This design comes from an exercise in tuning for small area and a short achievable clock period on the open sky130 flow, not from production work. No run shown here included a check of the RTL's function; only the layout flow was run. Power is estimated from default activity; no workload was simulated.

==> flow/design.v, too long to show whole: its modules and the start of the top module <==
// module mipsExecUnit: 1097 lines
module mipsExecUnit
(
    input  logic        clk,
    input  logic        rstN,
    input  logic        instrValid,
    input  logic [31:0] instrWord,
    input  logic [31:0] rsValue,
    input  logic [31:0] rtValue,
    output logic        resultValid,
    output logic [32:0] execOut
);
  // ...
==> flow/run.sh <==
#!/bin/bash
# synth_recipe.tcl (not shown) runs the flow's synth.tcl, then flattens the netlist and writes it again
# the make line also repeats each setting of config.mk as NAME=value (left out here)
make -C /OpenROAD-flow-scripts/flow DESIGN_CONFIG=/design/flow/config.mk WORK_HOME=/design/flow/orfs CLKGATE_MAP_FILE= SYNTH_SCRIPT=/design/flow/synth_recipe.tcl finish
==> flow/config.mk <==
export PLATFORM = sky130hd
export DESIGN_NAME = mipsExecUnit
export DESIGN_NICKNAME = mipsExecUnit
export VERILOG_FILES = /design/flow/design.v
export SDC_FILE = /design/flow/constraint.sdc
export NUM_CORES = 4
export LEC_CHECK = 0
export CAP_MARGIN = 20
export CORE_MARGIN = 2
export CORE_UTILIZATION = 40
export SETUP_SLACK_MARGIN = 5
export SLEW_MARGIN = 20
==> flow/constraint.sdc <==
create_clock -name core_clock -period 9.0 [get_ports {clk}]
set_input_delay 1.8000 -clock core_clock [delete_from_list [all_inputs] [get_ports {clk}]]
set_output_delay 1.8000 -clock core_clock [all_outputs]
set_load 0.01 [all_outputs]
==> summary.txt, run 1 <==
R2R depth = 16
P_comb = 0.690 mW
Main synth FF type = dfxtp_1
Compound-Gate Fraction of Synth Area = 0.1652
multi-input combinational area share = 0.6027
CTS tree = done
DP Worst Slack = 2.344 ns
critical path depth = 16
Layout area overhead = 20.31%
Post-Synth Simple-Gate Area = 0.08537
insertion delay to the later sink of the worst-skew pair = 0.60 ns
Post-synth EDFFs = 0
Critical Path Source = a1[8]
status = finished clean
DP Cell Count = 2824
Net Count, Synth = 2544
achievable frequency = 217.0 MHz
fin. max-slew vios = 0
CP endpoint kind = register
final hold slack = 0.3257 ns
post-cts repair resize count = 168
met2 Use GR = 0.4347
Die ar. = 55220 um2
M1 wire length = 28930 um
Seq area share = 0.1978
Total GRT Usage = 0.2742
Hold Crit Endpoint = tk3
unrepaired setup endpoints after global routing = true
TritonCTS buffer count = 29
min-delay src = tk2
Gate Count Post-Synth = 2163
vias in the first global route = 18.36k
DP Area = 23090 um2
final worst slack = 4.392 ns
area leader, netlist = dfxtp_1
==> run 2: changes to the inputs <==
--- a/flow/design.v
+++ b/flow/design.v
@@ -189,54 +189,48 @@
     logic sgnDiff;
     assign sgnDiff = rsValue[31] ^ bSel[31];
     logic rsZero, rsEq, takenSel;
     assign rsZero = (rsValue == 32'd0);
     assign rsEq   = (rsValue == rtValue);
     assign takenSel = (oBeq & rsEq) | (oBne & ~rsEq) |
                       (oBgtz & ~rsValue[31] & ~rsZero) | (oBlez & (rsValue[31] | rsZero)) |
                       (oBltz & rsValue[31]) | (oBgez & ~rsValue[31]);
-    logic [32:0] xe0;
-    assign xe0 = {{xSel, 1'b0}};
-    logic [15:0] esgl, edbl, eneg;
-    always_comb begin
-        for (int i = 0; i < 16; i++) begin
-            esgl[i] = xe0[2*i+1] ^ xe0[2*i];
-            edbl[i] = (xe0[2*i+2] & ~xe0[2*i+1] & ~xe0[2*i]) | (~xe0[2*i+2] & xe0[2*i+1] & xe0[2*i]);
-            eneg[i] = xe0[2*i+2];
-        end
-    end
-    logic [47:0] fSel;
-    assign fSel = kMulX ? {{eneg, edbl, esgl}} : {{16'd0, xSel}};
     logic        v1;
-    logic [31:0] a1;
-    logic [47:0] f1;
+    logic [31:0] a1, x1;
     logic        mm1, one1, cin1, srl1, slt1, sltK1, sltS1, tk1;
     always_ff @(posedge clk) begin
         if (!rstN) v1 <= 1'b0;
         else       v1 <= instrValid;
         a1    <= aSel;
-        f1    <= fSel;
+        x1    <= xSel;
         mm1   <= kMulX;
         one1  <= kAddB | kSubB | kPassA;
         cin1  <= kSubB;
         srl1  <= fSrl;
         slt1  <= kSlt;
         sltK1 <= kSlt & sgnDiff & rsValue[31];
         sltS1 <= kSlt & ~sgnDiff;
         tk1   <= takenSel;
     end
+    logic [32:0] xe;
+    assign xe = {{x1, 1'b0}};
     logic [15:0] bsgl, bdbl, bneg;
-    assign bsgl = (f1[15:0] & {{16{{mm1}}}}) | {{15'd0, one1}};
-    assign bdbl = f1[31:16] & {{16{{mm1}}}};
-    assign bneg = f1[47:32];
-    logic [31:0] crow;
-    assign crow = f1[31:0] & {{32{{~mm1}}}};
+    always_comb begin
+        for (int i = 0; i < 16; i++) begin
+            bsgl[i] = mm1 & (xe[2*i+1] ^ xe[2*i]);
+            bdbl[i] = mm1 & ((xe[2*i+2] & ~xe[2*i+1] & ~xe[2*i]) | (~xe[2*i+2] & xe[2*i+1] & xe[2*i]));
+            bneg[i] = mm1 & xe[2*i+2];
+        end
+        bsgl[0] = bsgl[0] | one1;
+    end
     logic [32:0] ae;
     assign ae = {a1, 1'b0};
+    logic [31:0] crow;
+    assign crow = x1 & {32{~mm1}};
     logic [31:0] pp0;
     logic [29:0] pp1;
     logic [27:0] pp2;
     logic [25:0] pp3;
     logic [23:0] pp4;
     logic [21:0] pp5;
     logic [19:0] pp6;
     logic [17:0] pp7;
==> summary.txt, run 2 <==
most frequent cells in the layout = nand2_1, o21ai_0, dfxtp_1
Die ar. = 59380 um2 (+7.5%)
max cap viols = 0
Worst EP arrival = 5.00 ns
number of clock sinks = 236
fin crit period = 4.494 ns
aggregate negative setup slack = 0 ns
unrepaired setup endpoints after global routing = true
global-route wire length before repair = 127400 um
Finished Core Util = 0.4864
DRC violations left = 0
register area share after synthesis = 0.2056
initial antenna violation count = 2
Total GRT Usage = 0.2772 (+0.003067)
CP required = 9.50 ns
Crit Path Category = reg -> reg
Core Region = 56600 um2
num ports = 133
nets = 3175
Main synth FF type = dfxtp_1
Avg Cell Area, Syn = 8.295 um2
Slew headroom = 0.4788
Post-synth EDFFs = 0 (unchanged)
status = finished clean
Reg clk slew, reported paths = 0.06 ns
most numerous cell in the Yosys netlist = nand2_1
Net Count, Synth = 3148 (+24%)
largest net degree at the start of global routing = 73
post-synth cell types = 79
Reg with most FFs = r2t
LEAKAGE = 11.73 nW
antenna cells = 0
most frequent cells after synthesis = nand2_1, o21ai_0, clkbuf_1
Tcrit/Tclk final = 0.4993
area leader, netlist = dfxtp_1
TritonCTS buffer count = 28 (-3.4%)
Gate Count Post-Synth = 2770 (+28%)
via count = 21.90k
Synth Cell Area = 22980 um2
R2R depth = 18 (+2)
drt wl/cell = 23.98 um
Power Density = 126.5 nW/um2
dpl hpwl = 55990 um
Setup violations, final = 0
clock skew = 0.02076 ns
fin area = 27530 um2
routability cong. = 0.9468
Starting Density = 0.4059
fin. max-slew vios = 0 (unchanged)
top post-synthesis cells by area = dfxtp_1, fa_1, a22oi_1
yosys warns = 1
Slew @ Worst Pin = 0.7814 ns
CP endpoint kind = register
Hold WC Path Type = reg -> reg
DP Cell Count = 3422 (+21%)
achievable frequency = 222.5 MHz (+2.5%)
final cell count without fillers = 3574
worst vdd ir = 0.1451 mV
vias in the first global route = 20.65k (+13%)
type of origin of the critical path = register
vias per cell = 6.127
initial detailed-routing violation count = 3015
Port Buffers = 127
most common cell after layout, fill and taps aside = nand2_1
max FFs per register = 123
Routed WL = 85700 um
Layout area overhead = 19.83%
Clock Tree Buf Depth = 3
Die W = 243.7 um
fraction of registers with async set/reset = 0
insertion delay to the later sink of the worst-skew pair = 0.58 ns (-0.02 ns)
CTS tree = done
post-synth top area share = 0.2056
H-tree depth = 1
Pre-antenna DRT Iters = 6
crit-path max FO = 13
DP Area = 24640 um2 (+6.7%)
grt total ovfl = 0
post-route ant nets = 0
chip height = 243.7 um
Seq cells post-synth = 236
site row count = 87
CTS Root Buffer Type = clkbuf_16
layout cells sized above 1 = 0.1313
Final Hold Viols = 0
hold path depth = 0
## run 2: cell families (layout without fill, tap and decap cells)
family | Yosys count | after routing | share of synthesized area
buffers and inverters | 432 | 475 | 0.07128
AOI/OAI and AO/OA | 816 | 817 | 0.2340
adders and majority gates | 291 | 291 | 0.2280
xor gates and xnor gates | 210 | 210 | 0.08064
DFF | 236 | 236 | 0.2056
muxes | 42 | 42 | 0.03577
and+or+nand+nor | 743 | 747 | 0.1446
## run 2: layout make-up
| type | instances | area, um2 |
|---|---|---|
| Tap cell | 756 | 945.9 |
| Timing Repair inverter | 2 | 13.76 |
| Inverter | 151 | 606.8 |
| Clock inverter | 16 | 178.9 |
| Sequential cell | 236 | 4788 |
| Fill cell | 5340 | 29070 |
| Timing Repair Buffer | 271 | 3075 |
| Clock buffer | 35 | 767.0 |
| Multi-Input combinational cell | 2107 | 17160 |
## run 2: report_power, final
part           total, mW  internal, mW  leakage (nW)  switching, mW
Combinational       1.13         0.489          9.32          0.640
Clock               1.16         0.669         0.463          0.487
Sequential          1.20          1.12          1.95         0.0743
## run 2: path summary, 6_finish.rpt
check | start | to | slack [ns]
setup / recovery | x1[11] | r2t[121] | 4.51
setup reg to reg | x1[11] | r2t[121] | 4.51
hold / removal | tk2 | tk3 | 0.33
hold reg to reg | tk2 | tk3 | 0.33
## run 2: per-layer routing
layer | wire length, um | vias up | GRT usage
li1 | - | 9671 | -
met1 | 34150 | 10540 | 0.3769
met2 | 37450 | 1425 | 0.4247
met3 | 8982 | 260 | 0.04627
met4 | 5099 | 2 | 0.1404
met5 | 13 | - | 0
## run 2: through the flow
step,power (mW),hold slack [ns],worst slack (ns)
final,3.483,0.3294,4.506
after global routing,3.629,0.3399,4.339
after CTS,3.451,0.3328,4.507
after detailed placement,2.190,0.3179,3.543
after global placement,2.172,0.3152,3.577
after floorplan,1.850,0.3096,4.790
## run 2: worst max-delay path, stage by stage (launching register included)
cell and delay (ns):
dfxtp_4 0.43, buf_12 0.19, xnor2_1 0.14, nor2_4 0.18, a22oi_1 0.08, nand2_1 0.09, nand2_1 0.08, fa_2 0.69
fa_1 0.47, fa_1 0.52, inv_1 0.05, fa_2 0.36, xnor2_2 0.14, xnor2_1 0.13, xnor2_1 0.25, xnor2_1 0.17
xnor2_1 0.16, xnor2_1 0.15, xnor2_1 0.13
## run 2: repair_timing
| item | in CTS | in global routing |
|---|---|---|
| gates cloned | 20 | 5 |
| resized for setup | 153 | 56 |
| setup buffers | 58 | 18 |
| endpoints found under the setup margin | 69 | 44 |
| hold buffers | 0 | 0 |
| pin swaps | 28 | 24 |

==> separate check: timing with driven ports <==
How much do the figures lean on ideal ports? The routed layouts below were timed once more, with nothing changed but the port constraints.
Step 1 (the two cells are an assumption about what drives the block):
set clk [get_ports {clk}]
set_driving_cell -lib_cell sky130_fd_sc_hd__clkbuf_16 $clk
set_driving_cell -lib_cell sky130_fd_sc_hd__buf_2 [delete_from_list [all_inputs] $clk]
Step 2 also shifts input and output timing later by t, the mid clock arrival at the registers, as if the neighbouring blocks saw the same clock.
a / b / c = no drivers / after step 1 / after step 2; a / b = the first two.
| run | shift t [ns] | setup slack, ns | worst hold slack (ns) | clock arrival spread, ns |
|---|---|---|---|---|
| run 1 | 0.631 | 4.392 / 4.392 / 4.392 | 0.326 / 0.326 / 0.326 | 0.034 / 0.035 |
| run 2 | 0.631 | 4.506 / 4.506 / 4.461 | 0.329 / 0.329 / 0.329 | 0.021 / 0.021 |
After both steps every run listed still meets setup and hold. For run 2, which loses most, drivers alone change the setup slack by 0.000 ns; drivers and shift together by -0.045 ns.
